Source: an optimization exercise on an open RTL-to-GDS flow (aim: small area, a short achievable clock period and few clock cycles per item). Production flows keep margins and buffers that such runs may drop. Where RTL was checked, it was by simulation tests only, not by an equivalence proof against the original. No activity file was given, so power comes from the tool's default toggle rates.

==> flow/design.v <==
package skf_pkg;
    localparam int VALUE_W   = 32;
    localparam int COV_FRAC  = 30;
    localparam int COV_W     = COV_FRAC + 2;
    localparam int REG_W     = COV_W;
    localparam int CFG_IDX_W = 2;
    localparam int HI_W      = COV_FRAC;           
    localparam int CNT_W     = $clog2(COV_FRAC);
    localparam logic [CNT_W-1:0] CNT_LAST = CNT_W'(COV_FRAC - 1);
    localparam logic [CFG_IDX_W-1:0] REG_PROCESS_NOISE     = CFG_IDX_W'(0);
    localparam logic [CFG_IDX_W-1:0] REG_MEASUREMENT_NOISE = CFG_IDX_W'(1);
    localparam logic [REG_W-1:0] Q_RESET = REG_W'(1073742);
    localparam logic [REG_W-1:0] R_RESET = REG_W'(10737418);
    localparam logic [HI_W-1:0]  COV_HI_RESET = HI_W'(1) << (COV_FRAC - 2);
endpackage
import skf_pkg::*;
module skf_div (
    input  logic               i_first,    
    input  logic [COV_W-1:0]   i_rem,
    input  logic [COV_W-1:0]   i_den,
    input  logic               i_f0,       
    input  logic               i_f1,       
    input  logic [COV_W-1:0]   i_pred,
    input  logic [COV_W-1:0]   i_cl,
    input  logic [HI_W-1:0]    i_ch,
    input  logic [VALUE_W-1:0] i_s,
    input  logic [VALUE_W-1:0] i_est,
    input  logic [VALUE_W-1:0] i_el,
    input  logic [HI_W-1:0]    i_eh,
    output logic [COV_W-1:0]   o_rem,
    output logic [COV_W-1:0]   o_cl,
    output logic [HI_W-1:0]    o_ch,
    output logic [VALUE_W-1:0] o_el,
    output logic [HI_W-1:0]    o_eh
);
    logic [COV_W+1:0]   trial;
    logic               q;
    logic [COV_W-1:0]   cl;
    logic [HI_W-1:0]    ch, ch_dec;
    logic [COV_W+1:0]   ct;
    logic [VALUE_W-1:0] el;
    logic [HI_W-1:0]    eh, eh_inc;
    logic [VALUE_W+1:0] et0, et1;
    logic [COV_W-1:0]   cl0, cl1;
    logic [HI_W-1:0]    ch0, ch1;
    logic [VALUE_W-1:0] el0, el1;
    logic [HI_W-1:0]    eh0, eh1;
    always_comb begin
        trial = {1'b0, i_rem, 1'b0} - {2'b0, i_den};
        q     = !i_f0 && (i_f1 || !trial[COV_W+1]);
        o_rem = trial[COV_W+1] ? {i_rem[COV_W-2:0], 1'b0} : trial[COV_W-1:0];
        cl     = i_first ? i_pred : i_cl;
        ch     = i_first ? '0 : i_ch;
        ch_dec = ch - HI_W'(1);
        ct     = {1'b0, cl, 1'b0} - {2'b0, i_pred};
        cl0    = {cl[COV_W-2:0], 1'b0};
        ch0    = {ch[HI_W-2:0], cl[COV_W-1]};
        cl1    = ct[COV_W-1:0];
        ch1    = {ct[COV_W+1] ? ch_dec[HI_W-2:0] : ch[HI_W-2:0], ct[COV_W]};
        el     = i_first ? '0 : i_el;
        eh     = i_first ? '0 : i_eh;
        eh_inc = eh + HI_W'(1);
        et0    = {1'b0, el, 1'b0} + {2'b0, i_est};
        et1    = {1'b0, el, 1'b0} + {2'b0, i_s};
        el0    = et0[VALUE_W-1:0];
        eh0    = {et0[VALUE_W+1] ? eh_inc[HI_W-2:0] : eh[HI_W-2:0], et0[VALUE_W]};
        el1    = et1[VALUE_W-1:0];
        eh1    = {et1[VALUE_W+1] ? eh_inc[HI_W-2:0] : eh[HI_W-2:0], et1[VALUE_W]};
        o_cl = q ? cl1 : cl0;
        o_ch = q ? ch1 : ch0;
        o_el = q ? el1 : el0;
        o_eh = q ? eh1 : eh0;
    end
endmodule
import skf_pkg::*;
module scalar_kalman_filter_unit (
    input  logic                                 i_clk,
    input  logic                                 i_rst_n,
    input  logic                                 i_in_valid,
    output logic                                 o_in_stall,
    input  logic signed [skf_pkg::VALUE_W-1:0]   i_sample,
    output logic                                 o_out_valid,
    input  logic                                 i_out_stall,
    output logic signed [skf_pkg::VALUE_W-1:0]   o_estimate,
    input  logic                                 i_cfg_we,
    input  logic [skf_pkg::CFG_IDX_W-1:0]        i_cfg_index,
    input  logic [skf_pkg::REG_W-1:0]            i_cfg_data
);
    logic [REG_W-1:0]   r_q, r_r;
    logic [COV_W-1:0]   r_pred, r_den, r_rem, r_cl;
    logic [HI_W-1:0]    r_ch;
    logic [VALUE_W-1:0] r_s;         
    logic [VALUE_W-1:0] r_est;       
    logic [VALUE_W-1:0] r_el;
    logic [HI_W-1:0]    r_eh;
    logic [CNT_W-1:0]   r_cnt;
    logic               r_busy, r_first, r_pend, r_out_valid, r_stall;
    logic               start, fin, last;
    logic               n_busy, n_pend, n_out_valid;
    logic [COV_W-1:0]   cov;
    logic [COV_W:0]     pq_sum;
    logic [COV_W+1:0]   pqr_sum;
    logic [COV_W-1:0]   pred, den;
    logic [VALUE_W-1:0] est_u;
    logic [VALUE_W:0]   fin_sum;
    logic [VALUE_W-1:0] est_next;
    logic               f0, f1;
    logic [COV_W-1:0]   n_rem, n_cl;
    logic [HI_W-1:0]    n_ch, n_eh;
    logic [VALUE_W-1:0] n_el;
    assign start = i_in_valid && !r_stall;
    assign fin   = r_pend && !r_out_valid;
    assign last  = r_cnt == CNT_LAST;
    assign est_u = {~r_est[VALUE_W-1], r_est[VALUE_W-2:0]};
    always_comb begin
        cov     = {r_ch, r_cl[COV_W-1:COV_W-2]};
        pq_sum  = {1'b0, cov} + {1'b0, r_q};
        pqr_sum = {2'b0, cov} + {2'b0, r_q} + {2'b0, r_r};
        pred    = pq_sum[COV_W] ? '1 : pq_sum[COV_W-1:0];
        den     = (pqr_sum[COV_W+1:COV_W] != 2'b0) ? '1 : pqr_sum[COV_W-1:0];
    end
    always_comb begin
        fin_sum  = {1'b0, r_el} + {1'b0, est_u};
        est_next = {r_eh, 2'b00} + VALUE_W'(fin_sum[VALUE_W:VALUE_W-2]);
    end
    assign f0 = r_den == '0;
    assign f1 = r_pred == r_den;
    skf_div u_step (
        .i_first (r_first),
        .i_rem   (r_rem),
        .i_den   (r_den),
        .i_f0    (f0),
        .i_f1    (f1),
        .i_pred  (r_pred),
        .i_cl    (r_cl),
        .i_ch    (r_ch),
        .i_s     (r_s),
        .i_est   (est_u),
        .i_el    (r_el),
        .i_eh    (r_eh),
        .o_rem   (n_rem),
        .o_cl    (n_cl),
        .o_ch    (n_ch),
        .o_el    (n_el),
        .o_eh    (n_eh)
    );
    always_comb begin
        n_busy      = start || (r_busy && !last);
        n_pend      = (r_busy && last) || (r_pend && !fin);
        n_out_valid = fin || (r_out_valid && i_out_stall);
    end
    always_ff @(posedge i_clk) begin
        if (!i_rst_n) begin
            r_q         <= Q_RESET;
            r_r         <= R_RESET;
            r_ch        <= COV_HI_RESET;
            r_cl[COV_W-1:COV_W-2] <= 2'b00;
            r_est       <= '0;
            r_busy      <= 1'b0;
            r_first     <= 1'b0;
            r_pend      <= 1'b0;
            r_out_valid <= 1'b0;
            r_stall     <= 1'b0;
        end else begin
            if (i_cfg_we) begin
                case (i_cfg_index)
                    REG_PROCESS_NOISE:     r_q <= i_cfg_data;
                    REG_MEASUREMENT_NOISE: r_r <= i_cfg_data;
                    default:               ;
                endcase
            end
            if (r_busy) begin
                r_cl <= n_cl;
                r_ch <= n_ch;
            end
            if (fin) r_est <= {~est_next[VALUE_W-1], est_next[VALUE_W-2:0]};
            r_busy      <= n_busy;
            r_first     <= start;
            r_pend      <= n_pend;
            r_out_valid <= n_out_valid;
            r_stall     <= n_busy || (n_pend && n_out_valid);
        end
        if (!r_busy) begin
            r_pred <= pred;
            r_den  <= den;
            r_rem  <= pred;
            r_s    <= {~i_sample[VALUE_W-1], i_sample[VALUE_W-2:0]};
            r_cnt  <= '0;
        end else begin
            r_rem  <= n_rem;
            r_el   <= n_el;
            r_eh   <= n_eh;
            r_cnt  <= r_cnt + CNT_W'(1);
        end
    end
    assign o_in_stall  = r_stall;
    assign o_out_valid = r_out_valid;
    assign o_estimate  = r_est;
endmodule
Settings: LEC_CHECK=0, CAP_MARGIN=20, CORE_MARGIN=2, CORE_UTILIZATION=40, SLEW_MARGIN=20; clock period 12.0 ns.
standard.sh (not shown) runs the stock make flow with config.mk's settings and CLKGATE_MAP_FILE= SYNTH_SCRIPT=/design/flow/synth_recipe.tcl, a recipe that flattens the netlist after the stock synthesis.
==> flow/flow/run.sh <==
#!/bin/bash
# Standard layout, with timing repair aiming for 8.5 ns of setup slack.
set -euo pipefail
bash standard.sh SETUP_SLACK_MARGIN=8.5 finish > flow_make.log 2>&1
The baseline finished with timing, DRC and antenna clean.
==> next run, changes <==
==> flow/run.sh (new file) <==
#!/bin/bash
# synth_recipe.tcl (not shown) runs the flow's synth.tcl, then flattens the netlist and writes it again
# the make line also repeats each setting of config.mk as NAME=value (left out here)
make -C /OpenROAD-flow-scripts/flow DESIGN_CONFIG=/design/flow/config.mk WORK_HOME=/design/flow/orfs CLKGATE_MAP_FILE= SYNTH_SCRIPT=/design/flow/synth_recipe.tcl finish
removed: flow/flow/run.sh
removed: flow/standard.sh
- cell count shrinks by 5.4%
- non-clock buffer count shrinks by 223
- worst hold slack improves by 3.3 ps
==> next run, changes <==
==> flow/flow/run.sh (new file) <==
#!/bin/bash
# Standard layout, with timing repair aiming for 7 ns of setup slack.
set -euo pipefail
bash standard.sh SETUP_SLACK_MARGIN=7 finish > flow_make.log 2>&1
==> flow/standard.sh (new file) <==
#!/bin/bash
# synth_recipe.tcl (not shown) runs the flow's synth.tcl, then flattens the netlist and writes it again
# the make line also repeats each setting of config.mk as NAME=value (left out here)
make -C /OpenROAD-flow-scripts/flow DESIGN_CONFIG=/design/flow/config.mk WORK_HOME=/design/flow/orfs CLKGATE_MAP_FILE= SYNTH_SCRIPT=/design/flow/synth_recipe.tcl "${@:-finish}"
removed: flow/run.sh
Result: Routed wire length barely changes; worst setup slack gets better by 620 ps; non-clock buffer count goes up by 3; synthesized area is unchanged; utilization increases by 0.12 points; clock skew hardly moves; sequential share of layout area is about the same; total power went up by 0.38%; maximum frequency grows by 13%; via count climbs by 0.41%; sequential power stays flat.
No functional check of the RTL was part of any run of this note.

* * *

scalar_kalman_filter_unit, a different RTL version from the one above (not shown whole).
Size in the first run: ~3400 cells after synthesis, about 110 I/O pins.
export LEC_CHECK = 0
export CAP_MARGIN = 20
export CORE_MARGIN = 2
export CORE_UTILIZATION = 40
export CTS_BUF_LIST = sky130_fd_sc_hd__clkbuf_8
export PLACE_DENSITY = 0.7
export SLEW_MARGIN = 20
create_clock -name core_clock -period 12.0 [get_ports {i_clk}]
==> flow/flow/run.sh <==
#!/bin/bash
# Standard layout, with timing repair aiming for 7.5 ns of setup slack.
set -euo pipefail
bash standard.sh SETUP_SLACK_MARGIN=7.5 finish > flow_make.log 2>&1
Testbench counts at the start, summed over its fixed seeds: cycles 32,928, items 2,048.
Next try:
==> flow/flow/run.sh (replaced) <==
#!/bin/bash
# Standard layout, with timing repair aiming for 7 ns of setup slack.
set -euo pipefail
bash standard.sh SETUP_SLACK_MARGIN=7 finish > flow_make.log 2>&1
PLACE_DENSITY = not set   (was 0.7)
Effect:
- design area is lower by 2.0%
- setup slack degrades by 440 ps
- global-route usage is higher by 1.0 points
- non-clock buffer count is lower by 57
- core utilization is lower by 0.92 points
Next try:
==> flow/flow/run.sh (replaced) <==
#!/bin/bash
# Standard layout, with timing repair aiming for 7.75 ns of setup slack.
set -euo pipefail
bash standard.sh SETUP_SLACK_MARGIN=7.75 finish > flow_make.log 2>&1
Fmax rose by about 12%.
Synthesized area stays the same.
Worst hold slack stays flat.
Total power rose by 12%.
Wire length increases by about 9%.
Setup slack improves by 500 ps.
Register-to-register slack improves by 500 ps.
Cell count is higher by about 4%.
Design area goes up by 9.1%.
Next try:
==> flow/flow/run.sh (replaced) <==
#!/bin/bash
# Standard layout, with timing repair aiming for 8 ns of setup slack.
set -euo pipefail
bash standard.sh SETUP_SLACK_MARGIN=8 finish > flow_make.log 2>&1
Effect:
- wire length rises by a few percent
- count of clock-buffer cells in the layout came out lower by 13
- design area is higher by a few percent
- global-route usage increases by 0.70 points
- total power went up by a little under a tenth

[re-timing with driven ports]
How much do the figures lean on ideal ports? The routed layouts below were timed once more, with nothing changed but the port constraints. Step 1: set_driving_cell puts a clkbuf_16 on i_clk and a buf_2 on each other input, an assumption about the parent block. Step 2 also shifts input and output timing later by t, the mid clock arrival at the registers, as if the neighbouring blocks saw the same clock. a / b / c = no drivers / after step 1 / after step 2; a / b = the first two.
run	t (ns)	setup WS [ns]	latest minus earliest clock arrival (ns)	worst data-port slew with drivers (ns)
the first run of note 1	0.648	8.145 / 8.145 / 7.927	0.030 / 0.030	0.09
the second run of note 1	0.647	6.645 / 6.645 / 6.645	0.035 / 0.035	0.10
the third run of note 1	0.647	7.265 / 7.265 / 7.079	0.033 / 0.033	0.10
the first run of note 2	0.711	7.602 / 7.602 / 7.602	0.038 / 0.038	0.07
the second run of note 2	0.722	7.158 / 7.158 / 7.158	0.050 / 0.051	0.08
the third run of note 2	0.732	7.660 / 7.660 / 7.660	0.051 / 0.050	0.07
the fourth run of note 2	0.738	7.654 / 7.654 / 7.654	0.064 / 0.064	0.05
After both steps every run listed still meets setup and hold. For the first run of note 1, which loses most, drivers alone change the setup slack by 0.000 ns; drivers and shift together by -0.218 ns.
